From an optimization exercise on the open Yosys and OpenROAD flow, aimed at a short achievable clock period, few clock cycles and low power; shortcuts taken in it are not production practice.
In this exercise RTL edits were held to simulation tests only and were not proved equivalent to the original.
Power and IR drop assume default switching activity.

### design/flow/standard.sh
#!/bin/bash
# synth_recipe.tcl (not shown) runs the flow's synth.tcl, then flattens the netlist and writes it again
# the make line also repeats each setting of config.mk as NAME=value (left out here)
make -C /OpenROAD-flow-scripts/flow DESIGN_CONFIG=/design/flow/config.mk WORK_HOME=/design/flow/orfs CLKGATE_MAP_FILE= SYNTH_SCRIPT=/design/flow/synth_recipe.tcl "${@:-finish}"
### design/flow/config.mk
export PLATFORM = sky130hd
export DESIGN_NAME = cpu_top
export DESIGN_NICKNAME = cpu_top
export VERILOG_FILES = /design/flow/design.v
export SDC_FILE = /design/flow/constraint.sdc
export NUM_CORES = 4
export LEC_CHECK = 0
export CAP_MARGIN = 20
export CORE_MARGIN = 2
export CORE_UTILIZATION = 50
export SETUP_SLACK_MARGIN = 5
export SLEW_MARGIN = 20
### design/flow/flow/run.sh
#!/bin/bash
# The standard layout (the standard.sh, every step), except for the
# clock tree's settings: no dummy loads, and larger sink clusters.
export CTS_ARGS="-sink_clustering_enable -repair_clock_nets -dont_use_dummy_load -sink_clustering_size 16 -sink_clustering_max_diameter 60 -buf_list {sky130_fd_sc_hd__clkbuf_4 sky130_fd_sc_hd__clkbuf_8}"
bash standard.sh > standard.log 2>&1
### design/flow/design.v
`default_nettype none
package isa_pkg;
        typedef logic [15:0] word_t;
        typedef logic [3:0] reg_idx_t;
        typedef enum logic [3:0] {
                op_add  = 4'd0,
                op_addi = 4'd1,
                op_sub  = 4'd2,
                op_sw   = 4'd5,
                op_lw   = 4'd6,
                op_nand = 4'd8,
                op_beq  = 4'd14,
                op_jump = 4'd15
        } opcode_t;
        localparam int field_width = 4;
        localparam int opcode_lsb = 12;
        localparam int field_c_lsb = 8;
        localparam int field_b_lsb = 4;
        localparam int field_a_lsb = 0;
        localparam int jump_offset_width = 12;
        localparam int reg_count = 16;
endpackage
`default_nettype wire
`default_nettype none
package core_pkg;
        typedef enum logic [4:0] {
                st_add    = 5'd0,
                st_addi   = 5'd1,
                st_sub    = 5'd2,
                st_sw     = 5'd5,
                st_lw     = 5'd6,
                st_nand   = 5'd8,
                st_beq    = 5'd14,
                st_jump   = 5'd15,
                st_fetch  = 5'd16,
                st_beq2   = 5'd19,
                st_sw2    = 5'd20,
                st_decode = 5'd21,
                st_lw2    = 5'd22,
                st_lw3    = 5'd23,
                st_sw3    = 5'd24,
                st_sw4    = 5'd25,
                st_jump2  = 5'd26,
                st_nop    = 5'd28
        } state_t;
        typedef enum logic [2:0] {
                alu_add  = 3'd0,
                alu_sub  = 3'd1,
                alu_nand = 3'd3
        } alu_op_t;
        localparam logic [15:0] idle_store_data = '1;
endpackage
`default_nettype wire
`timescale 1ns/1ps
`default_nettype none
module cpu_top #(
        parameter logic [15:0] reset_pc = '0
) (
        input  logic        clk,
        input  logic        reset,
        input  logic        run_n,
        input  logic [15:0] sram_d,
        output logic [15:0] sram_addr,
        output logic [15:0] sram_q,
        output logic        sram_we_n
);
        logic [15:0] pc_q;                        
        logic [15:0] pc;
        logic        e_alu, e_lw, e_sw, e_beq;    
        logic        e_sub, e_nand, e_addi;       
        logic [3:0]  e_dst;
        logic [3:0]  e_imm;
        logic [15:0] op_a, op_b;
        logic        e_c4;                        
        logic [15:0] rf [16];
        logic        clr;                         
        logic        e_mem;
        logic [15:0] e_x;
        logic [15:0] alu_res;
        logic [15:0] ea;
        logic        taken;
        assign e_mem = e_lw | e_sw;
        assign e_x   = e_addi ? {12'd0, e_imm} : op_a;
        logic [15:0] sum;
        assign sum = e_x + (op_b ^ {16{e_sub}}) + {15'd0, e_sub};
        assign alu_res = e_nand ? ~(op_a & op_b) : sum;
        logic [3:0]  ea_lo;
        logic [11:0] ea_pre, ea_hi_inc;
        assign ea_lo = op_b[3:0] + e_imm;
        logic [11:0] ea_l0, ea_l1, ea_l2, ea_l3;
        assign ea_l0 = op_b[15:4];
        for (genvar i = 0; i < 12; i++) begin : g_ea_pfx
                assign ea_l1[i] = (i >= 1) ? ea_l0[i] & ea_l0[i-1] : ea_l0[i];
                assign ea_l2[i] = (i >= 2) ? ea_l1[i] & ea_l1[i-2] : ea_l1[i];
                assign ea_l3[i] = (i >= 4) ? ea_l2[i] & ea_l2[i-4] : ea_l2[i];
        end
        assign ea_pre[0] = 1'b1;
        for (genvar i = 1; i < 12; i++) begin : g_ea_pre
                assign ea_pre[i] = (i - 1 >= 8) ? ea_l3[i-1] & ea_l3[i-9] : ea_l3[i-1];
        end
        assign ea_hi_inc = op_b[15:4] ^ ea_pre;
        assign ea = {e_c4 ? ea_hi_inc : op_b[15:4], ea_lo};
        assign taken = e_beq & (op_a == op_b);
        assign sram_addr = e_mem ? ea : pc;
        assign sram_q    = op_a;
        assign sram_we_n = ~e_sw | run_n;
        logic        rf_we;
        logic [15:0] rf_wd;
        assign rf_we = ~run_n & (e_alu | e_lw);
        assign rf_wd = (clr | ~(e_alu | e_lw)) ? 16'd0 : e_lw ? sram_d : alu_res;
        for (genvar i = 0; i < 16; i++) begin : g_rf
                always_ff @(posedge clk) begin
                        if (clr || (rf_we && e_dst == i))
                                rf[i] <= rf_wd;
                end
        end
        always_ff @(posedge clk or negedge reset) begin
                if (!reset)
                        clr <= 1'b1;
                else if (!run_n)
                        clr <= 1'b0;
        end
        logic clr_done;
        always_ff @(posedge clk)
                clr_done <= ~reset;
        logic [3:0]  f_op, f_c, f_b, f_a;
        logic        f_en;
        logic        f_alu, f_lw, f_sw, f_beq, f_jmp, f_bsame, f_redir;
        logic [15:0] f_off, pc_tgt, bt_off, pc_bt;
        logic [3:0]  idx_a;
        logic [15:0] rd_a, rd_b;
        assign f_op = sram_d[15:12];
        assign f_c  = sram_d[11:8];
        assign f_b  = sram_d[7:4];
        assign f_a  = sram_d[3:0];
        assign f_en = ~e_mem & ~taken & ~(clr & ~clr_done);
        assign f_alu = (f_op == 4'd0) | (f_op == 4'd1) | (f_op == 4'd2) | (f_op == 4'd8);
        assign f_sw  = (f_op == 4'd5);
        assign f_lw  = (f_op == 4'd6);
        assign f_beq = (f_op == 4'd14);
        assign f_jmp = (f_op == 4'd15);
        assign f_bsame = f_beq & (f_c == f_b);
        assign f_redir = f_jmp | f_bsame;
        assign f_off  = {f_jmp ? {{4{sram_d[11]}}, sram_d[11:4]} : 12'd0, (f_beq | f_jmp) ? sram_d[3:0] : 4'd0};
        assign pc_tgt = pc + f_off;
        assign bt_off = {{12{e_imm == 4'd0}}, e_imm - 4'd1};
        assign pc_bt  = (pc_q & {16{e_beq}}) + bt_off;
        logic [15:0] pc_pre, pc_inc;
        assign pc_pre[0] = 1'b1;
        for (genvar i = 1; i < 16; i++) begin : g_pc_pre
                assign pc_pre[i] = &pc[i-1:0];
        end
        assign pc_inc = pc ^ pc_pre;
        assign idx_a = (f_sw | f_beq) ? f_c : f_a;
        always_comb begin
                if (e_alu && e_dst == idx_a)
                        rd_a = alu_res;
                else
                        rd_a = rf[idx_a];
                if (e_alu && e_dst == f_b)
                        rd_b = alu_res;
                else
                        rd_b = rf[f_b];
        end
        logic [3:0] f_g, f_o;
        logic       f_c4;
        assign f_g  = rd_b[3:0] & f_a;
        assign f_o  = rd_b[3:0] | f_a;
        assign f_c4 = f_g[3] | (f_o[3] & f_g[2]) | (f_o[3] & f_o[2] & f_g[1])
                    | (f_o[3] & f_o[2] & f_o[1] & f_g[0]);
        logic f_use_a, f_use_b, f_use_dst, f_use_imm, f_ld;
        assign f_use_a   = (f_alu & (f_op != 4'd1)) | f_sw | f_beq;
        assign f_use_b   = f_alu | f_lw | f_sw | f_beq;
        assign f_use_dst = f_alu | f_lw;
        assign f_use_imm = (f_op == 4'd1) | f_lw | f_sw | f_beq;
        assign f_ld      = ~run_n & f_en;
        always_ff @(posedge clk) begin
                if (f_ld & f_use_a)
                        op_a <= rd_a;
                if (f_ld & f_use_b)
                        op_b <= rd_b;
                if (f_ld & f_use_dst)
                        e_dst <= f_c;
                if (f_ld & f_use_imm)
                        e_imm <= f_a;
                if (f_ld & (f_lw | f_sw))
                        e_c4 <= f_c4;
                if (f_ld & f_alu) begin
                        e_sub  <= (f_op == 4'd2);
                        e_nand <= (f_op == 4'd8);
                        e_addi <= (f_op == 4'd1);
                end
        end
        always_ff @(posedge clk or negedge reset) begin
                if (!reset) begin
                        e_alu <= 1'b0;
                        e_lw  <= 1'b0;
                        e_sw  <= 1'b0;
                        e_beq <= 1'b0;
                end else if (!run_n) begin
                        e_alu <= f_en & f_alu;
                        e_lw  <= f_en & f_lw;
                        e_sw  <= f_en & f_sw;
                        e_beq <= f_en & f_beq & ~f_bsame;
                end
        end
        assign pc = clr ? reset_pc : pc_q;
        always_ff @(posedge clk) begin
                if (!run_n) begin
                        if (taken)
                                pc_q <= pc_bt;
                        else if (f_en & f_redir)
                                pc_q <= pc_tgt;
                        else if (f_en)
                                pc_q <= pc_inc;
                        else if (clr)
                                pc_q <= reset_pc;
                end
        end
endmodule
`default_nettype wire
### design/flow/constraint.sdc
create_clock -name core_clock -period 9.0 [get_ports {clk}]
set_input_delay 1.8000 -clock core_clock [delete_from_list [all_inputs] [get_ports {clk}]]
set_output_delay 1.8000 -clock core_clock [all_outputs]
set_load 0.01 [all_outputs]
==> run_results.csv, run 1 <==
group,metric,value,unit
outcome,outcome,"timing/DRC/antenna clean",
timing,fmax,0.243,GHz
timing,worst_pin_slew,1.12,ns
timing,layout_setup_ws,4.88,ns
clock_tree,cts_tree,"yes",
cells_and_area,final_core_util,61.4,%
placement,io_buffers,51,
drt,detail-route-antenna-nets,0,
yosys,synth_area_leader_cell,"edfxtp_1",
timing,setup_viol_count_final,0,
global_routing,track_usage,35.1,%
global_routing,grt_pass1_wl,97900,um
drt,drc,0,
yosys,ys_seq_area_share,52.8,%
placement,dp_cells,2051,
yosys,syn_nets,1667,
clock_tree,ctsRootBufferMaster,"clkbuf_8",
pwr,p_leak,7.86,nW
cells_and_area,fin_nets,1835,
setup_path,endpoint_kind,"primary output",
setup_path,path_delay_family,"buffers and inverters",
floorplan,die_y,195,um
timing,hold_viol_final,0,
yosys,syn_inst,1575,
clock_tree,h-tree-depth,1,
cells_and_area,antenna_cells,0,
drt,drt_iter0_markers,2271,
timing,tns,0,ns
floorplan,initial_core_util,51.0,%
placement,dp.final_hpwl,43000,um
setup_path,cp_num_cells,8,
clock_tree,cts.path.max_buffers,3,
yosys,yosys.area.top_type_share,52.0,%
setup_path,max_stage_delay,0.46,ns
placement,placed_area,19700,um^2
setup_path,arrival,2.32,ns
yosys,synth_area,18200,um^2
min_path,whs_path_depth,2,
cells_and_area,drive_gt1_share,23.8,%
timing,period_needed,4.12,ns
clock_tree,clk_pin_slew,0.10,ns
pwr,finalPower,3.25,mW
setup_path,required,7.20,ns
drt,wire_per_inst,31.0,um
yosys,synth_edf_count,316,
floorplan,dieWidth,195,um
global_routing,grt_max_degree,33,
drt,dr.pass1.iters,9,
run,cap_violations,0,
pwr,p_per_area,148,nW/um^2
placement,gp_congestion,0.949,
placement,dp_slack,3.13,ns
global_routing,overflow,0,
floorplan,core,35700,um^2
timing,timing.hold.ws,0.554,ns
clock_tree,cts_hold_buf,0,
timing,finalCritPeriodShare,45.8,%
yosys,synthTopCellsByArea,"edfxtp_1 (52%), a22oi_1 (5.6%), ha_1 (4.7%), xor2_1 (2.7%), a21oi_1 (2.1%)",
yosys,synth_seq_cells,322,
drt,routed_wl,68200,um
pwr,peakVddDrop,0.000183,V
floorplan,io_pins,52,
timing,rsz0062_at_grt,"yes",
setup_path,crit_slowest_cell,"edfxtp_1",
clock_tree,clock_latency,0.68,ns
timing,finalClockSkew,0.116,ns
clock_tree,cts_buffers,30,
setup_path,rr_worst_depth,15,
yosys,synth_cell_types,85,
global_routing,antenna_found_initial,2,
setup_path,path_buf_inv,3,
setup_path,start_kind,"register",
cells_and_area,instances_no_fill,2202,
setup_path,crit_fanout,3,
cells_and_area,area_growth,20.3,%
min_path,min_path_type,"reg2reg",
timing,slew_headroom,25.4,%
setup_path,critical_path_class,"reg2out",
setup_path,path_cells,"buf_6, ha_4, and3_4, nand4_1, buf_4, xor2_2, o21ai_1, buf_2",
global_routing,grt_pass1_vias,14900,
yosys,ys_async_sr_fraction,1.55,%
timing,drv_slew,0,
floorplan,die-area,38000,um^2
floorplan,rows,69,
drt,avgViaCountPerCell,7.02,
clock_tree,cts_sinks,322,
yosys,synthFlopType,"edfxtp_1",
cells_and_area,stdcell_area,21900,um^2
drt,vias,15500,
yosys,yosysWarningCount,2,
yosys,postSynthAreaPerCell,11.6,um^2
==> layer usage <==
| metal | routed length (um) | GRT usage (%) | share of wire (%) | vias up |
|---|---|---|---|---|
| met5 | 22 | 0 | 0.032 | - |
| met4 | 4630 | 19.1 | 6.8 | 4 |
| met3 | 7450 | 8.79 | 11 | 329 |
| met2 | 30200 | 55.1 | 44 | 1154 |
| met1 | 25900 | 44.8 | 38 | 7431 |
| li1 | - | - | - | 6549 |
==> final cells by class <==
class,instances,area (um^2)
fill,2835,13800
sequential,322,9640
multi-input combinational,1138,9100
timing repair buffer,224,2110
tap,461,577
clock buffer,30,413
inverter,27,105
==> power breakdown <==
group / internal [mW] / leakage, nW / total, mW / switching (mW)
Clock: 0.294 / 0.216 / 0.770 / 0.476
Combinational: 0.294 / 4.65 / 0.740 / 0.446
Sequential: 1.71 / 2.99 / 1.74 / 0.0302
==> worst paths after layout <==
check / startpoint / endpoint / slack (ns)
max: op_b[4] / sram_addr[10] / 4.88
min: e_sw / e_sw / 0.55
max reg2reg: e_addi / rf[0][14] / 5.11
min reg2reg: e_sw / e_sw / 0.55
max in group asynchronous: reset / clr / 7.19
min in group asynchronous: reset / e_alu / 1.44
==> cell usage in the layout (no fill, tap or decap), drive strengths merged, types with 23 or more instances in the layout <==
cell	count
a21o	26
a21oi	77
a221oi	41
a22o	41
a22oi	135
and2	32
buf	190
clkbuf	36
edfxtp	316
ha	69
inv	26
mux2i	26
nand2	78
nand3	35
nand4	44
nor2	101
nor2b	33
nor3	23
nor4	24
o21ai	64
o22ai	34
xnor2	32
xor2	56
==> kinds of logic (layout without fill, tap and decap cells) <==
group | count (synthesis) | in the layout | synth area share (%)
XOR/XNOR | 88 | 88 | 4.22
AO/OA/AOI/OAI | 502 | 502 | 19.4
multiplexers | 43 | 43 | 2.70
AND/OR/NAND/NOR | 429 | 429 | 12.8
buffers and inverters | 115 | 281 | 2.66
adder cells (fa/ha/maj) | 76 | 76 | 5.34
flip-flops | 322 | 322 | 52.8
==> sequential cells by signal, indices dropped and copies added (netlist names), 4 cells and up <==
name	flops
rf	256
pc_q	16
op_b	16
e_imm	4
op_a	16
e_dst	4
==> Yosys cell counts (10+ instances only) <==
| cell type | count |
|---|---|
| nor3_1 | 22 |
| nand2_1 | 78 |
| xnor2_1 | 32 |
| o22ai_1 | 34 |
| a22o_1 | 41 |
| nand3_1 | 34 |
| a22oi_1 | 135 |
| a21o_1 | 26 |
| ha_1 | 69 |
| xor2_1 | 56 |
| a221oi_1 | 39 |
| mux2i_1 | 22 |
| buf_2 | 16 |
| o21ai_0 | 62 |
| o211ai_1 | 15 |
| nor2_1 | 101 |
| inv_1 | 26 |
| nand2b_1 | 18 |
| and3_1 | 10 |
| edfxtp_1 | 316 |
| nor4_2 | 13 |
| nand4_1 | 44 |
| nor2b_1 | 33 |
| clkbuf_1 | 62 |
| o21a_1 | 10 |
| a21oi_1 | 77 |
| and2_1 | 32 |
| mux2_2 | 14 |
==> repair_timing <==
action,4_1_cts,5_1_grt
cloned,3,1
pin swaps,42,70
endpoints found under the setup margin,258,195
setup buffers,74,43
gates resized for setup,223,102
==> worst min-delay path: cells and delay by family (launching register included) <==
kind,cells,cell delay [ns]
DFF,1,0.41
AOI/OAI and AO/OA,1,0.05
and+or+nand+nor,1,0.06
Testbench counts, summed over its fixed seeds: cycles 32,260.
==> run 2: changes to the inputs <==
--- a/design/flow/config.mk
+++ b/design/flow/config.mk
@@ -8,5 +8,5 @@
 export CAP_MARGIN = 20
 export CORE_MARGIN = 2
-export CORE_UTILIZATION = 50
+export CORE_UTILIZATION = 55
 export SETUP_SLACK_MARGIN = 5
 export SLEW_MARGIN = 20
==> run 2 against run 1 <==
Via count rose by 1.3%. Flip-flop and latch count did not move. Area after synthesis is the same. Utilization increased by 6.1 points. Count of clock-buffer cells in the layout shrank 2. Sequential power is essentially flat. Clock power decreased by 3.8%. Critical path type unchanged. Critical endpoint is now sram_addr[12]. Highest routed layer is now met4.
==> run_results.csv, run 2 <==
group,metric,value,unit
outcome,outcome,"timing/DRC/antenna clean",
floorplan,core,32600,um^2
timing,fmax,0.244,GHz
timing,hold_viol_final,0,
cells_and_area,largest_reg_flops,256,
setup_path,start_kind,"register",
timing,finalCritPeriodShare,45.5,%
yosys,synth_edf_count,316,
yosys,ys_async_sr_fraction,1.55,%
global_routing,track_usage,38.8,%
yosys,yosysWarningCount,2,
drt,routed_wl,68100,um
drt,dr.pass1.iters,8,
pwr,p_leak,7.98,nW
cells_and_area,area_growth,20.6,%
placement,dp_cells,2032,
yosys,synth_seq_cells,322,
timing,rsz0062_at_grt,"yes",
clock_tree,clk_pin_slew,0.10,ns
clock_tree,cts.path.max_buffers,3,
clock_tree,cts_sinks,322,
setup_path,critPathCapture,"sram_addr[12]",
yosys,ys_seq_area_share,52.8,%
setup_path,reg2reg_from,"op_a[0]",
setup_path,path_delay_family,"flip-flops",
yosys,synth_commonest_cells,"edfxtp_1 (316), a22oi_1 (135), nor2_1 (101)",
setup_path,crit_fanout,3,
placement,dp.final_hpwl,41800,um
setup_path,max_stage_delay,0.46,ns
timing,tns,0,ns
setup_path,worst_r2r_endpoint,"rf[13][14]",
drt,wl_met2,30300,um
cells_and_area,antenna_cells,0,
clock_tree,ctsRootBufferMaster,"clkbuf_8",
timing,finalClockSkew,0.0654,ns
setup_path,path_buf_inv,3,
yosys,syn_inst,1575,
cells_and_area,final_cell_mix,"edfxtp_1 (316), buf_4 (147), a22oi_1 (134)",
pwr,peakVddDrop,0.000164,V
cells_and_area,layout_commonest_cell,"edfxtp_1",
timing,period_needed,4.10,ns
pwr,finalPower,3.23,mW
min_path,min_path_type,"reg2reg",
setup_path,crit_slowest_cell,"edfxtp_1",
setup_path,arrival,2.30,ns
yosys,synth_most_common_cell,"edfxtp_1",
timing,worst_pin_slew,1.17,ns
yosys,synthFlopType,"edfxtp_1",
setup_path,path_cells,"buf_6, ha_4, and3_4, nand4_1, buf_4, nor2_4, xnor2_2, o21ai_1, buf_2",
cells_and_area,fin_nets,1856,
setup_path,critical_path_class,"reg2out",
yosys,synth_cell_types,85,
min_path,min_from,"e_sw",
yosys,synth_area_leader_cell,"edfxtp_1",
floorplan,initial_core_util,55.9,%
global_routing,antenna_found_initial,1,
global_routing,overflow,0,
yosys,synth_area,18200,um^2
drt,m1WireLength,25600,um
cells_and_area,drive_gt1_share,23.8,%
cells_and_area,regMostFlops,"rf",
setup_path,endpoint_kind,"primary output",
placement,gp_congestion,0.916,
drt,avgViaCountPerCell,7.11,
global_routing,grt_pass1_wl,97000,um
timing,setup_viol_count_final,0,
drt,wl_met3,8090,um
yosys,synthTopCellsByArea,"edfxtp_1 (52%), a22oi_1 (5.6%), ha_1 (4.7%), xor2_1 (2.7%), a21oi_1 (2.1%)",
global_routing,grt_pass1_vias,14800,
setup_path,regToRegSetupSlack,4.95,ns
floorplan,rows,66,
drt,drc,0,
drt,drt_iter0_markers,2494,
setup_path,startpoint,"op_b[4]",
floorplan,io_pins,52,
setup_path,cp_num_cells,9,
clock_tree,cts_tree,"yes",
drt,detail-route-antenna-nets,0,
floorplan,die-area,34600,um^2
placement,io_buffers,51,
drt,vias,15700,
timing,drv_slew,0,
setup_path,rr_worst_depth,13,
clock_tree,h-tree-depth,1,
run,cap_violations,0,
timing,slew_headroom,22.2,%
drt,wire_per_inst,30.9,um
cells_and_area,instances_no_fill,2204,
setup_path,required,7.20,ns
floorplan,dieWidth,186,um
yosys,syn_nets,1667,
drt,top_layer,"met4",
global_routing,grt_max_degree,33,
yosys,postSynthAreaPerCell,11.6,um^2
floorplan,die_y,186,um
yosys,yosys.area.top_type_share,52.0,%
clock_tree,clock_latency,0.62,ns
clock_tree,cts_hold_buf,0,
clock_tree,cts_buffers,28,
pwr,p_per_area,147,nW/um^2
[run 2: cell types whose count changed in the layout (fill, tap and decap cells not counted), moves of 3 or more]
cell	previous run	this run
buf_4	128	147
clkdlybuf4s15_2	4	0
nor2b_1	29	21
xor2_1	50	53
xor2_2	6	3
nor2_2	11	8
o21ai_0	41	48
nor2b_2	3	9
nor2_1	84	88
o21ai_1	19	14
[run 2: kinds of logic after synthesis]
logic type,Yosys count,synth area share [%]
flip-flops,322,52.8
multiplexers,43,2.70
adder cells (fa/ha/maj),76,5.34
AO/OA/AOI/OAI,502,19.4
XOR/XNOR,88,4.22
AND/OR/NAND/NOR,429,12.8
buffers and inverters,115,2.66
[run 2: how the worst min path moves through the flow]
stage	end	slack, ns	depth (start not counted)
after global placement	e_sw	0.54	2
after floorplan	e_sw	0.49	2
after global routing	e_sw	0.62	2
final	e_sw	0.58	2
after detailed placement	e_sw	0.55	2
after CTS	e_sw	0.58	2
[run 2: metrics by stage]
| stage | cell area (um^2) | hold slack, ns | utilization [%] | worst slack, ns |
|---|---|---|---|---|
| 4_1_cts | 21300 | 0.582 | 65.2 | 4.79 |
| 5_1_grt | 22000 | 0.622 | 67.5 | 4.82 |
| 2_1_floorplan | 18700 | 0.494 | - | 4.56 |
| 3_3_place_gp | 19700 | 0.536 | 60.3 | 3.24 |
| 3_5_place_dp | 19700 | 0.549 | 60.3 | 3.12 |
| 6_report | 22000 | 0.582 | 67.5 | 4.90 |
[run 2: area by class of cell]
cell class | instances | area, um^2
clock buffer | 28 | 385
fill | 2461 | 10600
inverter | 27 | 105
multi-input combinational | 1138 | 9020
sequential | 322 | 9640
tap | 442 | 553
timing repair buffer | 247 | 2300
[run 2: what timing repair did]
action	CTS	global route
buffers inserted	101	37
pin swaps	49	55
setup endpoints to repair	274	196
resized for setup	189	102
cloned	3	2
endpoints found under the hold margin	0	0
[run 2: worst reg2reg max path: stages (launching register included)]
cell and delay, ns:
edfxtp_1 0.53, mux2_4 0.33, mux2_2 0.29, fa_2 0.41, a21o_1 0.22, a311oi_2 0.28
o21ai_2 0.10, or4b_4 0.54, a31oi_4 0.19, xor2_2 0.10, mux2i_2 0.24, nor2_2 0.09
a211oi_4 0.40, clkbuf_16 0.23
[run 2: layer usage]
metal	track usage, %	vias to the layer above
met1	50.9	7573
met4	20.7	0
met5	0	-
met3	9.39	312
met2	60.0	1192
li1	-	6589
[run 2: where the power goes]
| group | total [mW] | internal, mW | switching [mW] | leakage (nW) |
|---|---|---|---|---|
| combinational | 0.745 | 0.302 | 0.443 | 4.79 |
| clock | 0.741 | 0.276 | 0.465 | 0.201 |
| sequential | 1.74 | 1.71 | 0.0322 | 2.99 |
| total | 3.23 | 2.29 | 0.940 | 7.98 |
==> run 3: changes to the inputs <==
--- a/design/flow/design.v
+++ b/design/flow/design.v
@@ -192,17 +192,17 @@
                 end
         end
-        always_ff @(posedge clk or negedge reset) begin
-                if (!reset) begin
-                        e_alu <= 1'b0;
-                        e_lw  <= 1'b0;
-                        e_sw  <= 1'b0;
-                        e_beq <= 1'b0;
-                end else if (!run_n) begin
-                        e_alu <= f_en & f_alu;
-                        e_lw  <= f_en & f_lw;
-                        e_sw  <= f_en & f_sw;
-                        e_beq <= f_en & f_beq & ~f_bsame;
-                end
-        end
+        logic e_alu_q, e_lw_q, e_sw_q, e_beq_q;
+        always_ff @(posedge clk) begin
+                if (!run_n) begin
+                        e_alu_q <= f_en & f_alu;
+                        e_lw_q  <= f_en & f_lw;
+                        e_sw_q  <= f_en & f_sw;
+                        e_beq_q <= f_en & f_beq & ~f_bsame;
+                end
+        end
+        assign e_alu = e_alu_q & ~clr;
+        assign e_lw  = e_lw_q & ~clr;
+        assign e_sw  = e_sw_q & ~clr;
+        assign e_beq = e_beq_q & ~clr;
         assign pc = clr ? reset_pc : pc_q;
         always_ff @(posedge clk) begin
==> run 3 against run 2 <==
Still clean on timing, DRC and antenna. Clock power is 0.7% higher. Sequential power hardly changed. Cell count is 1.2% lower. First-iteration DRC count is 19% higher.
==> run_results.csv, run 3 <==
group,metric,value,unit
timing,period_needed,4.10,ns
clock_tree,cts_hold_buf,0,
pwr,clkPwrFrac,24.8,%
setup_path,startpoint,"clr",
placement,io_buffers,51,
yosys,ys_seq_area_share,52.6,%
clock_tree,cts_buffers,28,
timing,slew_headroom,18.4,%
timing,layout_setup_ws,4.90,ns
timing,drv_slew,0,
pwr,peakVddDrop,0.000140,V
setup_path,critPathCapture,"sram_addr[8]",
setup_path,critical_path_class,"reg2out",
drt,drc,0,
setup_path,endpoint_kind,"primary output",
clock_tree,cts_sinks,322,
global_routing,grt_pass1_wl,98500,um
pwr,combPwrFrac,18.3,%
yosys,synth_area_leader_cell,"edfxtp_1",
yosys,ys_async_sr_fraction,0.311,%
pwr,p_per_area,138,nW/um^2
setup_path,rr_worst_depth,16,
yosys,postSynthAreaPerCell,11.6,um^2
clock_tree,clock_latency,0.62,ns
drt,drt_iter0_markers,2958,
setup_path,worst_r2r_endpoint,"rf[8][14]",
timing,finalClockSkew,0.0477,ns
pwr,p_sw,0.823,mW
yosys,syn_nets,1673,
global_routing,grtUsageMet3,10.5,%
global_routing,overflow,0,
yosys,synth_edf_count,320,
pwr,netSwitchingFraction,27.4,%
global_routing,track_usage,38.1,%
placement,dp_slack,3.34,ns
cells_and_area,final_cell_mix,"edfxtp_1 (320), a22oi_1 (148), buf_4 (126)",
floorplan,rows,66,
cells_and_area,regMostFlops,"rf",
global_routing,antenna_found_initial,2,
floorplan,io_pins,52,
clock_tree,cts.path.max_buffers,3,
setup_path,reg2reg_from,"op_b[0]",
yosys,synthFlopType,"edfxtp_1",
setup_path,crit_fanout,7,
yosys,yosysWarningCount,2,
clock_tree,h-tree-depth,1,
timing,hold_viol_final,0,
drt,avgViaCountPerCell,7.21,
floorplan,die-area,34800,um^2
pwr,internal_power,2.18,mW
placement,dp.final_hpwl,41900,um
timing,tns,0,ns
floorplan,initial_core_util,56.1,%
min_path,min_path_type,"reg2reg",
cells_and_area,drive_gt1_share,21.7,%
setup_path,arrival,2.30,ns
global_routing,grt_use_met1,50.0,%
placement,gp_congestion,0.963,
cells_and_area,fin_nets,1829,
global_routing,grt_max_degree,32,
yosys,synthTopCellsByArea,"edfxtp_1 (52%), a22oi_1 (6.8%), ha_1 (4.7%), a21oi_1 (2.4%), xnor2_1 (2.1%)",
clock_tree,ctsRootBufferMaster,"clkbuf_8",
yosys,synth_most_common_cell,"edfxtp_1",
run,cap_violations,0,
yosys,syn_inst,1581,
global_routing,busiest_layer,"met2",
outcome,outcome,"timing/DRC/antenna clean",
timing,finalCritPeriodShare,45.5,%
timing,fmax,0.244,GHz
floorplan,core,32700,um^2
yosys,yosys.area.top_type_share,52.4,%
drt,wire_per_inst,31.4,um
cells_and_area,layout_commonest_cell,"edfxtp_1",
yosys,synth_area,18300,um^2
cells_and_area,area_growth,18.7,%
clock_tree,cts_tree,"yes",
timing,timing.hold.ws,0.662,ns
yosys,synth_commonest_cells,"edfxtp_1 (320), a22oi_1 (165), nor2_1 (91)",
pwr,p_leak,7.79,nW
drt,detail-route-antenna-nets,0,
yosys,synth_cell_types,80,
drt,vias,15700,
drt,dr.pass1.iters,7,
setup_path,regToRegSetupSlack,5.07,ns
floorplan,dieWidth,187,um
clock_tree,clk_pin_slew,0.11,ns
setup_path,required,7.20,ns
timing,setup_viol_count_final,0,
floorplan,die_y,187,um
setup_path,start_kind,"register",
cells_and_area,nFillCells,2542,
global_routing,met2_usage,57.6,%
global_routing,grt_pass1_vias,14800,
timing,rsz0062_at_grt,"yes",
yosys,synth_seq_cells,322,
timing,worst_pin_slew,1.22,ns
drt,routed_wl,68400,um
cells_and_area,largest_reg_flops,256,
pwr,p_seq_share,56.8,%
## run 3: cell count changes in the layout (fill, tap and decap cells not counted), moves of 11 or more
cell,delta
a22oi_2,+16
a22o_1,-11
xor2_1,-12
buf_4,-21
nor2_1,-11
a22oi_1,+14
xnor2_1,+14
buf_6,-11
## run 3: metal layers
layer | share of wire [%] | wire (um)
met1 | 36 | 24800
met2 | 43 | 29700
met3 | 14 | 9360
met4 | 6.7 | 4610
met5 | 0.016 | 11
## run 3: critical path: stages, from the launching register on
cell and delay (ns):
dfstp_4 0.51, buf_6 0.16, buf_4 0.16, nor2b_2 0.39, nand2_1 0.10, o21ai_0 0.09
dlygate4sd2_1 0.29
## run 3: kinds of logic (layout without fill, tap and decap cells)
| family | after synthesis | count (layout) | synth area share, % |
|---|---|---|---|
| xor+xnor | 86 | 86 | 4.11 |
| buf+inv | 117 | 268 | 2.80 |
| fa+ha+maj | 77 | 77 | 5.38 |
| flops | 322 | 322 | 52.6 |
| other cells | 0 | 1 | 0 |
| mux | 33 | 34 | 2.20 |
| compound gates | 505 | 505 | 19.1 |
| simple gates | 441 | 443 | 13.8 |
## run 3: what timing repair did
action	CTS	global route
buffers inserted	71	40
gates cloned	7	2
pin swaps	24	27
endpoints found under the setup margin	273	181
resized for setup	166	89
endpoints found under the hold margin	0	0
## run 3: power groups by stage
stage	registers [mW]	logic [mW]	clock network, mW
floorplan	1.73	0.299	0
global placement	1.74	0.452	0
detailed placement	1.74	0.457	0
CTS	1.71	0.503	0.744
global route	1.71	0.579	0.800
finish	1.71	0.550	0.746
## run 3: final cells by class
class	instances	area (um^2)	area share, %
multi-input combinational	1145	8970	41.2
antenna	1	2.50	0.0115
clock buffer	28	385	1.77
timing repair buffer	219	2130	9.76
inverter	21	78.8	0.362
sequential	322	9660	44.4
tap	442	553	2.54
## run 3: how the worst min path moves through the flow
stage,depth (start not counted),end,slack (ns),from
finish,2,op_a[9],0.66,rf[0][9]
global route,2,op_a[9],0.68,rf[0][9]
CTS,2,op_a[9],0.65,rf[0][9]
detailed placement,2,op_a[9],0.64,rf[0][9]
global placement,2,op_a[9],0.63,rf[0][9]
floorplan,2,op_b[13],0.58,rf[0][13]
## run 3: through the flow
| stage | cells | util, % | power, mW | instance area, um^2 |
|---|---|---|---|---|
| 4_1_cts | 2135 | 64.9 | 2.95 | 21200 |
| 6_report | 2178 | 66.6 | 3.00 | 21800 |
| 5_1_grt | 2177 | 66.6 | 3.09 | 21800 |
| 3_3_place_gp | 2028 | 60.6 | 2.20 | 19800 |
| 2_1_floorplan | 1581 | - | 2.03 | 18800 |
| 3_5_place_dp | 2029 | 60.6 | 2.20 | 19800 |
Testbench counts of run 3, summed over its fixed seeds: cycles 32,260.
==> run 4: changes to the inputs <==
--- a/design/flow/config.mk
+++ b/design/flow/config.mk
@@ -8,5 +8,5 @@
 export CAP_MARGIN = 20
 export CORE_MARGIN = 2
-export CORE_UTILIZATION = 55
+export CORE_UTILIZATION = 50
 export SETUP_SLACK_MARGIN = 5
 export SLEW_MARGIN = 20
==> run 4 against run 3 <==
Still clean on timing, DRC and antenna. Critical path depth is 2 lower. Cell count is 0.73% higher. Routed wire length down 0.58%. Global-route usage fell by 3.2 points. Via count decreased by 1.6%. Total power fell by 0.58%. Clock skew is 0.0042 ns higher. Critical path type unchanged. Highest routed layer is now met4.
==> run_results.csv, run 4 <==
group,metric,value,unit
timing,drv_slew,0,
yosys,yosys.area.top_type_share,52.4,%
cells_and_area,layout_commonest_cell,"edfxtp_1",
placement,dp_cells,2052,
global_routing,grt_pass1_wl,97600,um
drt,routed_wl,68000,um
placement,dp_slack,3.24,ns
yosys,synth_seq_cells,322,
yosys,ys_async_sr_fraction,0.311,%
timing,finalClockSkew,0.0519,ns
cells_and_area,area_growth,18.7,%
clock_tree,h-tree-depth,1,
cells_and_area,fin_nets,1820,
yosys,yosysWarningCount,2,
setup_path,max_stage_delay,0.73,ns
drt,detail-route-antenna-nets,0,
floorplan,rows,70,
floorplan,io_pins,52,
yosys,synthFlopType,"edfxtp_1",
floorplan,initial_core_util,50.5,%
min_path,min_path_type,"reg2reg",
cells_and_area,seqCellArea,9660,um^2
setup_path,crit_fanout,15,
clock_tree,cts_tree,"yes",
setup_path,rr_worst_depth,14,
timing,finalCritPeriodShare,45.5,%
cells_and_area,regMostFlops,"rf",
timing,period_needed,4.09,ns
placement,dp.final_hpwl,42600,um
cells_and_area,largest_reg_flops,256,
setup_path,critical_path_class,"reg2out",
setup_path,arrival,2.29,ns
cells_and_area,instances_no_fill,2194,
timing,layout_setup_ws,4.91,ns
clock_tree,cts_buffers,28,
setup_path,worst_r2r_endpoint,"rf[0][13]",
yosys,synth_most_common_cell,"edfxtp_1",
timing,slew_headroom,23.2,%
setup_path,required,7.20,ns
global_routing,track_usage,34.9,%
setup_path,reg2reg_from,"op_b[1]",
yosys,synth_cell_types,80,
yosys,syn_nets,1673,
min_path,min_from,"rf[0][4]",
placement,gp_congestion,0.949,
global_routing,antenna_found_initial,1,
drt,vias,15400,
placement,io_buffers,51,
clock_tree,clock_latency,0.62,ns
drt,dr.pass1.iters,6,
setup_path,regToRegSetupSlack,5.14,ns
yosys,syn_inst,1581,
clock_tree,ctsRootBufferMaster,"clkbuf_8",
min_path,hold_path_end,"op_a[4]",
cells_and_area,multi_input_area,9010,um^2
clock_tree,cts_hold_buf,0,
drt,drt_iter0_markers,2101,
timing,tns,0,ns
yosys,synth_area_leader_cell,"edfxtp_1",
yosys,ys_seq_area_share,52.6,%
drt,avgViaCountPerCell,7.04,
global_routing,grt_pass1_vias,14900,
drt,wire_per_inst,31.0,um
timing,rsz0062_at_grt,"yes",
setup_path,crit_slowest_cell,"dfstp_4",
pwr,p_leak,7.74,nW
min_path,whs_path_depth,2,
setup_path,path_cells,"buf_12, nand2b_1, o21ai_1, clkdlybuf4s50_1",
clock_tree,clk_pin_slew,0.09,ns
global_routing,overflow,0,
cells_and_area,nFillCells,2874,
yosys,synth_commonest_cells,"edfxtp_1 (320), a22oi_1 (165), nor2_1 (91)",
timing,setup_viol_count_final,0,
yosys,synth_edf_count,320,
pwr,finalPower,2.99,mW
floorplan,die-area,38200,um^2
floorplan,dieWidth,196,um
outcome,outcome,"timing/DRC/antenna clean",
timing,worst_pin_slew,1.15,ns
cells_and_area,antenna_cells,0,
clock_tree,cts.path.max_buffers,3,
pwr,p_per_area,137,nW/um^2
floorplan,die_y,196,um
floorplan,core,36300,um^2
timing,hold_viol_final,0,
yosys,synthTopCellsByArea,"edfxtp_1 (52%), a22oi_1 (6.8%), ha_1 (4.7%), a21oi_1 (2.4%), xnor2_1 (2.1%)",
setup_path,endpoint_kind,"primary output",
timing,fmax,0.244,GHz
clock_tree,cts_sinks,322,
run,cap_violations,0,
setup_path,start_kind,"register",
yosys,synth_area,18300,um^2
yosys,postSynthAreaPerCell,11.6,um^2
cells_and_area,final_cell_mix,"edfxtp_1 (320), a22oi_1 (149), buf_4 (127)",
global_routing,grt_max_degree,32,
pwr,peakVddDrop,0.000124,V
drt,drc,0,
cells_and_area,drive_gt1_share,22.0,%
==> run 4: kinds of logic (layout without fill, tap and decap cells) <==
kind of cell / Yosys count / count (layout) / share of synthesized area [%]
buffers and inverters: 117 / 259 / 2.80
muxes: 33 / 33 / 2.20
AOI/OAI and AO/OA: 505 / 505 / 19.1
DFF: 322 / 322 / 52.6
xor gates and xnor gates: 86 / 86 / 4.11
adders and majority gates: 77 / 77 / 5.38
and+or+nand+nor: 441 / 444 / 13.8
==> run 4: cell type report <==
cell class | count | share of cell area, %
Clock buffer | 28 | 1.77
Inverter | 21 | 0.362
Multi-Input combinational cell | 1145 | 41.4
Sequential cell | 322 | 44.4
Tap cell | 468 | 2.69
Timing Repair Buffer | 210 | 9.40
==> run 4: how the worst max path moves through the flow <==
stage | start | endpoint | cells past startpoint
CTS | op_b[6] | sram_addr[11] | 5
global placement | sram_d[12] | op_a[13] | 8
floorplan | sram_d[15] | pc_q[14] | 14
detailed placement | sram_d[12] | op_a[3] | 8
global route | clr | sram_addr[0] | 4
finish | clr | sram_addr[0] | 4
==> run 4: stage by stage <==
step	hold slack [ns]	area (um^2)	utilization, %
after floorplan	0.578	18800	-
after global placement	0.617	19800	54.5
after detailed placement	0.633	19900	54.6
after CTS	0.669	21300	58.5
after global routing	0.682	21800	59.9
final	0.670	21800	59.9
==> run 4: report_power, final <==
group | total [mW] | leakage [nW] | switching (mW) | internal (mW)
Combinational | 0.543 | 4.58 | 0.326 | 0.216
Sequential | 1.71 | 2.96 | 0.0203 | 1.69
Clock | 0.736 | 0.201 | 0.460 | 0.276
Total | 2.99 | 7.74 | 0.807 | 2.18
==> run 4: critical path: cells and delay by family (launching register included) <==
kind	cells	cell delay [ns]
buffers and inverters	2	0.68
AND/OR/NAND/NOR	1	0.17
AO/OA/AOI/OAI	1	0.10
flip-flops	1	0.73
==> run 4: repair_timing <==
item	in CTS	in global routing
setup endpoints to repair	257	179
gates resized for setup	170	76
cloned	7	1
buffers inserted	64	41
pin swaps	21	29
==> run 4: layer usage <==
| metal | global-route usage (%) | part of all wire [%] |
|---|---|---|
| met1 | 44.5 | 38 |
| met2 | 55.1 | 44 |
| met3 | 7.62 | 11 |
| met4 | 20.4 | 7.2 |
| met5 | 0 | 0 |
==> run 5: changes to the inputs <==
==> design/flow/flow/run.sh (replaced) <==
#!/bin/bash
# The standard layout (the standard.sh, every step), except for the
# clock tree's settings: no dummy loads, and larger sink clusters.
export CTS_ARGS="-sink_clustering_enable -repair_clock_nets -dont_use_dummy_load -sink_clustering_size 16 -sink_clustering_max_diameter 100 -buf_list {sky130_fd_sc_hd__clkbuf_4 sky130_fd_sc_hd__clkbuf_8}"
bash standard.sh > standard.log 2>&1
==> run 5 against run 4 <==
Total power fell by 1.6%. Synthesized cell count did not move. Global-route usage fell by 0.073 points. Count of clock-buffer cells in the layout fell by 4. Largest power group unchanged. Maximum frequency rose by 1.5%. Still clean on timing, DRC and antenna. Critical path type is now in2out.
==> run_results.csv, run 5 <==
group,metric,value,unit
cells_and_area,final_cell_mix,"edfxtp_1 (320), a22oi_1 (149), buf_4 (92)",
clock_tree,cts_tree,"yes",
setup_path,start_kind,"input pin",
yosys,synthFlopType,"edfxtp_1",
clock_tree,ctsRootBufferMaster,"clkbuf_8",
drt,top_layer,"met4",
setup_path,arrival,2.23,ns
clock_tree,cts_buffers,24,
pwr,netSwitchingFraction,27.2,%
yosys,ys_async_sr_fraction,0.311,%
yosys,synth_seq_cells,322,
setup_path,crit_fanout,2,
setup_path,endpoint_kind,"primary output",
timing,setup_viol_count_final,0,
yosys,ys_seq_area_share,52.6,%
yosys,synth_compound_area_share,19.1,%
clock_tree,cts.path.max_buffers,3,
yosys,synth_cell_types,80,
drt,wire_per_inst,31.2,um
yosys,synth_adder_area_share,5.38,%
yosys,synth.mux.area_fraction,2.20,%
cells_and_area,stdcell_area,21600,um^2
floorplan,core,36300,um^2
drt,drc,0,
floorplan,die_y,196,um
yosys,yosys.area_share.xor_xnor,4.11,%
floorplan,rows,70,
clock_tree,clk_pin_slew,0.10,ns
timing,tns,0,ns
drt,detail-route-antenna-nets,0,
drt,wl_met3,7550,um
yosys,syn_inst,1581,
cells_and_area,layout_commonest_cell,"edfxtp_1",
global_routing,overflow,0,
placement,placed_area,19900,um^2
pwr,combPwrFrac,18.4,%
yosys,synthTopCellsByArea,"edfxtp_1 (52%), a22oi_1 (6.8%), ha_1 (4.7%), a21oi_1 (2.4%), xnor2_1 (2.1%)",
yosys,synth_commonest_cells,"edfxtp_1 (320), a22oi_1 (165), nor2_1 (91)",
timing,period_needed,4.03,ns
pwr,internal_power,2.14,mW
timing,finalCritPeriodShare,44.8,%
placement,dp_cells,2052,
global_routing,antenna_found_initial,1,
run,cap_violations,0,
cells_and_area,area_growth,18.0,%
outcome,outcome,"timing/DRC/antenna clean",
pwr,clkPwrFrac,23.5,%
drt,vias,15300,
yosys,synth_most_common_cell,"edfxtp_1",
drt,wl_met2,30300,um
pwr,p_leak,7.59,nW
timing,slew_headroom,21.1,%
floorplan,dieWidth,196,um
placement,dp_slack,3.24,ns
timing,worst_pin_slew,1.18,ns
yosys,synth-simple-area-share,13.8,%
timing,timing.hold.ws,0.674,ns
pwr,p_seq_share,58.1,%
setup_path,required,7.20,ns
timing,finalClockSkew,0.103,ns
yosys,synth_top_family_by_area,"compound AO/OA/AOI/OAI gates",
placement,gp_congestion,0.949,
drt,routed_wl,67700,um
pwr,peakVddDrop,0.000121,V
yosys,syn_nets,1673,
yosys,yosysWarningCount,2,
drt,m1WireLength,25200,um
cells_and_area,fin_nets,1797,
yosys,synth_area,18300,um^2
yosys,yosys.area.top_type_share,52.4,%
drt,dr.pass1.iters,7,
clock_tree,cts_hold_buf,0,
clock_tree,cts_sinks,322,
timing,rsz0062_at_grt,"yes",
pwr,finalPower,2.94,mW
cells_and_area,drive_gt1_share,21.3,%
cells_and_area,final_core_util,59.6,%
pwr,p_per_area,136,nW/um^2
setup_path,critical_path_class,"in2out",
cells_and_area,instances_no_fill,2172,
global_routing,track_usage,34.9,%
drt,avgViaCountPerCell,7.06,
timing,layout_setup_ws,4.97,ns
yosys,synth_area_leader_cell,"edfxtp_1",
global_routing,grt_max_degree,32,
drt,drt_iter0_markers,2137,
placement,io_buffers,51,
yosys,postSynthAreaPerCell,11.6,um^2
yosys,synth_edf_count,320,
global_routing,grt_pass1_vias,14900,
floorplan,die-area,38200,um^2
timing,fmax,0.248,GHz
cells_and_area,regMostFlops,"rf",
clock_tree,clock_latency,0.64,ns
clock_tree,h-tree-depth,1,
global_routing,grt_pass1_wl,97700,um
pwr,p_sw,0.799,mW
timing,drv_slew,0,
cells_and_area,largest_reg_flops,256,
floorplan,initial_core_util,50.5,%
floorplan,io_pins,52,
min_path,min_path_type,"reg2reg",
placement,dp.final_hpwl,42600,um
timing,hold_viol_final,0,
-- run 5: cell count changes in the layout (fill, tap and decap cells not counted), moves of 2 or more --
cell	change
buf_4	-35
buf_6	+17
clkbuf_2	+2
clkbuf_8	-4
clkdlybuf4s15_1	+2
dlygate4sd2_1	+2
dlymetal6s2s_1	-5
o21ai_0	-2
o21ai_1	+2
-- run 5: per-layer routing --
metal	GRT usage, %	vias up
met1	44.4	7388
met3	7.51	314
met4	20.2	0
li1	-	6500
met2	55.3	1136
met5	0	-
-- run 5: kinds of logic after synthesis --
kind of cell,Yosys count
fa+ha+maj,77
flops,322
simple gates,441
buf+inv,117
mux,33
xor+xnor,86
compound gates,505
-- run 5: path summary, 6_finish.rpt --
kind                            cells after the start  slack (ns)   endpoint      start
max in group asynchronous                           1        7.40        clr      reset
worst max register to register                     13        5.09  rf[13][9]    op_b[1]
min in group asynchronous                           1        1.58        clr      reset
worst min register to register                      2        0.67   op_b[13]  rf[0][13]
worst max-delay path                                4        4.97  sram_we_n      run_n
worst min-delay path                                2        0.67   op_b[13]  rf[0][13]
-- run 5: power by group through the flow --
stage,Clock [mW],Sequential [mW],Combinational [mW]
2_1_floorplan,0,1.73,0.299
3_3_place_gp,0,1.74,0.453
3_5_place_dp,0,1.74,0.459
4_1_cts,0.692,1.71,0.505
5_1_grt,0.748,1.71,0.570
6_report,0.691,1.71,0.541
-- run 5: cell type report --
class | instances | area, um^2
Inverter | 21 | 78.8
Clock buffer | 24 | 330
Fill cell | 2884 | 14700
Antenna cell | 1 | 2.50
Multi-Input combinational cell | 1145 | 9040
Tap cell | 468 | 586
Timing Repair Buffer | 191 | 1950
Sequential cell | 322 | 9660
-- run 5: timing repair --
item | in CTS | in global routing
setup buffers | 66 | 21
cloned | 7 | 1
gates resized for setup | 181 | 87
setup endpoints to repair | 260 | 187
pin swaps | 26 | 27
-- run 5: critical path, cell delays in order --
cell and delay [ns]:
buf_8 0.10, nor2_4 0.11, nand2_2 0.09, buf_6 0.13
==> run 6: changes to the inputs <==
==> design/flow/flow/run.sh (replaced) <==
#!/bin/bash
# The standard layout (the standard.sh, every step), except for the
# clock tree's settings: no dummy loads, and larger sink clusters.
export CTS_ARGS="-sink_clustering_enable -repair_clock_nets -dont_use_dummy_load -sink_clustering_size 16 -sink_clustering_max_diameter 80 -buf_list {sky130_fd_sc_hd__clkbuf_4 sky130_fd_sc_hd__clkbuf_8}"
bash standard.sh > standard.log 2>&1
==> run 6 against run 5 <==
Still clean. Die area is the same. Via count shrank 0.79%. Hold slack lost 0.0038 ns. Critical path depth grew 1. Sequential share of layout area is essentially flat. Cell count grew 0.41%. Count of clock-buffer cells in the layout is the same. Global-route usage shrank 0.16 points. Clock power shrank 0.9%. Area after synthesis is the same. Clock skew shrank 0.030 ns. Flip-flop and latch count is the same. Largest power group unchanged.
==> run_results.csv, run 6 <==
group,metric,value,unit
global_routing,antenna_found_initial,1,
run,cap_violations,0,
yosys,yosysWarningCount,2,
global_routing,grtUsageMet3,7.13,%
setup_path,endpoint_kind,"primary output",
clock_tree,cts_buffers,24,
drt,drc,0,
yosys,syn_nets,1673,
timing,drv_slew,0,
placement,placed_area,19900,um^2
yosys,ys_async_sr_fraction,0.311,%
setup_path,required,7.20,ns
clock_tree,cts_tree,"yes",
pwr,p_leak,7.64,nW
timing,period_needed,4.04,ns
setup_path,start_kind,"register",
setup_path,arrival,2.24,ns
placement,dp.final_hpwl,42600,um
cells_and_area,drive_gt1_share,21.2,%
global_routing,met2_usage,54.7,%
floorplan,rows,70,
setup_path,path_cells,"buf_4, nor2b_1, nand2_1, o21ai_0, dlygate4sd2_1",
min_path,min_path_type,"reg2reg",
yosys,synth_commonest_cells,"edfxtp_1 (320), a22oi_1 (165), nor2_1 (91)",
drt,routed_wl,67400,um
timing,fmax,0.247,GHz
timing,worst_pin_slew,1.14,ns
drt,avgViaCountPerCell,6.98,
setup_path,critical_path_class,"reg2out",
drt,vias,15200,
setup_path,path_delay_family,"simple AND/OR/NAND/NOR gates",
global_routing,grt_max_degree,32,
floorplan,die_y,196,um
cells_and_area,area_growth,17.9,%
drt,dr.pass1.iters,9,
cells_and_area,instances_no_fill,2181,
global_routing,grt_pass1_vias,14800,
clock_tree,cts.path.max_buffers,3,
cells_and_area,stdcell_area,21600,um^2
yosys,yosys.area.top_type_share,52.4,%
clock_tree,ctsRootBufferMaster,"clkbuf_8",
floorplan,initial_core_util,50.5,%
cells_and_area,regMostFlops,"rf",
setup_path,crit_fanout,10,
clock_tree,cts_hold_buf,0,
global_routing,busiest_layer,"met2",
outcome,outcome,"timing/DRC/antenna clean",
global_routing,grt_pass1_wl,97300,um
pwr,p_per_area,135,nW/um^2
timing,rsz0062_at_grt,"yes",
yosys,ys_seq_area_share,52.6,%
yosys,syn_inst,1581,
yosys,synth_area,18300,um^2
timing,finalCritPeriodShare,44.9,%
floorplan,io_pins,52,
pwr,peakVddDrop,0.000121,V
timing,hold_viol_final,0,
global_routing,track_usage,34.7,%
timing,slew_headroom,23.7,%
global_routing,grt_use_met1,44.6,%
drt,drt_iter0_markers,2024,
clock_tree,clk_pin_slew,0.11,ns
placement,gp_congestion,0.949,
placement,dp_cells,2052,
drt,detail-route-antenna-nets,0,
setup_path,crit_slowest_cell,"dfstp_4",
cells_and_area,largest_reg_flops,256,
setup_path,path_buf_inv,2,
floorplan,core,36300,um^2
cells_and_area,final_cell_mix,"edfxtp_1 (320), a22oi_1 (149), buf_4 (115)",
timing,setup_viol_count_final,0,
yosys,postSynthAreaPerCell,11.6,um^2
placement,io_buffers,51,
floorplan,die-area,38200,um^2
clock_tree,cts_sinks,322,
global_routing,overflow,0,
clock_tree,h-tree-depth,1,
timing,tns,0,ns
cells_and_area,fin_nets,1807,
clock_tree,clock_latency,0.62,ns
yosys,synth_area_leader_cell,"edfxtp_1",
cells_and_area,layout_commonest_cell,"edfxtp_1",
yosys,synthFlopType,"edfxtp_1",
cells_and_area,antenna_cells,0,
timing,finalClockSkew,0.0733,ns
floorplan,dieWidth,196,um
yosys,synth_edf_count,320,
drt,wire_per_inst,30.9,um
yosys,synth_most_common_cell,"edfxtp_1",
yosys,synth_seq_cells,322,
yosys,synthTopCellsByArea,"edfxtp_1 (52%), a22oi_1 (6.8%), ha_1 (4.7%), a21oi_1 (2.4%), xnor2_1 (2.1%)",
setup_path,max_stage_delay,0.53,ns
yosys,synth_cell_types,80,
[run 6: worst register-to-register path: cells and delay by family, from the launching register on]
kind / cells / cell delay, ns
simple gates: 2 / 0.90
compound gates: 2 / 0.79
mux: 2 / 0.64
flops: 1 / 0.55
fa+ha+maj: 1 / 0.46
xor+xnor: 1 / 0.19
[run 6: power by group]
group / total (mW) / switching [mW] / internal [mW]
Combinational: 0.537 / 0.324 / 0.213
Clock: 0.685 / 0.447 / 0.239
Sequential: 1.71 / 0.0202 / 1.69
Total: 2.93 / 0.791 / 2.14
[run 6: worst paths after layout]
kind                                from            end  slack (ns)  cells past startpoint
worst max-delay path                 clr  sram_addr[12]        4.96                      5
worst min-delay path            rf[0][4]        op_a[4]        0.67                      2
worst max register to register   op_a[0]       rf[5][2]        5.09                      8
worst min register to register  rf[0][4]        op_a[4]        0.67                      2
max in group asynchronous          reset            clr        7.41                      1
min in group asynchronous          reset            clr        1.57                      1
[run 6: layer usage]
metal | vias to the layer above | share of wire, %
li1 | 6506 | -
met1 | 7270 | 37
met2 | 1132 | 44
met3 | 309 | 11
met4 | 0 | 7.2
met5 | - | 0
[run 6: through the flow]
stage	util [%]	hold slack, ns	setup WS [ns]	power, mW
final	59.5	0.671	4.96	2.93
after global routing	59.5	0.686	4.91	3.02
after CTS	58.2	0.672	4.77	2.90
after detailed placement	54.6	0.633	3.24	2.20
after global placement	54.5	0.617	3.43	2.20
after floorplan	-	0.578	4.59	2.03
[run 6: timing repair]
item                                   in CTS  in global routing
setup endpoints to repair                 262                192
gates cloned                                7                  0
pin swaps                                  25                 21
endpoints found under the hold margin       0                  0
resized for setup                         179                 66
buffers inserted                           61                 37
[run 6: kinds of logic after synthesis]
kind of cell	Yosys count	synth area share [%]
AO/OA/AOI/OAI	505	19.1
XOR/XNOR	86	4.11
adder cells (fa/ha/maj)	77	5.38
buffers and inverters	117	2.80
flip-flops	322	52.6
multiplexers	33	2.20
AND/OR/NAND/NOR	441	13.8
[run 6: final cells by class]
class,instances,area (um^2)
Fill cell,2888,14700
Sequential cell,322,9660
Multi-Input combinational cell,1145,9000
Timing Repair Buffer,201,1970
Tap cell,468,586
Clock buffer,24,330
Inverter,21,78.8

## separate check: timing with driven ports
In the flow no input, the clock included, has a driving cell. The finished layouts below were timed again as built, in two steps. Step 1: set_driving_cell puts a clkbuf_16 on clk and a buf_2 on each other input, an assumption about the parent block. Step 2 also shifts input and output timing later by t, the mid clock arrival at the registers, as if the neighbouring blocks saw the same clock. Slacks: ideal ports / drivers / drivers and shift; pairs: ideal ports / drivers.
run | shift t [ns] | setup WS [ns] | worst data-port slew with drivers (ns)
run 1 | 0.670 | 4.877 / 4.827 / 4.254 | 0.10
run 2 | 0.650 | 4.901 / 4.851 / 4.295 | 0.08
run 3 | 0.647 | 4.904 / 4.854 / 4.380 | 0.07
run 4 | 0.647 | 4.908 / 4.859 / 4.384 | 0.08
run 5 | 0.635 | 4.968 / 4.921 / 4.349 | 0.08
run 6 | 0.631 | 4.958 / 4.906 / 4.349 | 0.09
After both steps every run listed still meets setup and hold. The setup slack of run 1, which loses most, moves by -0.050 ns with the drivers and by -0.623 ns with both steps.
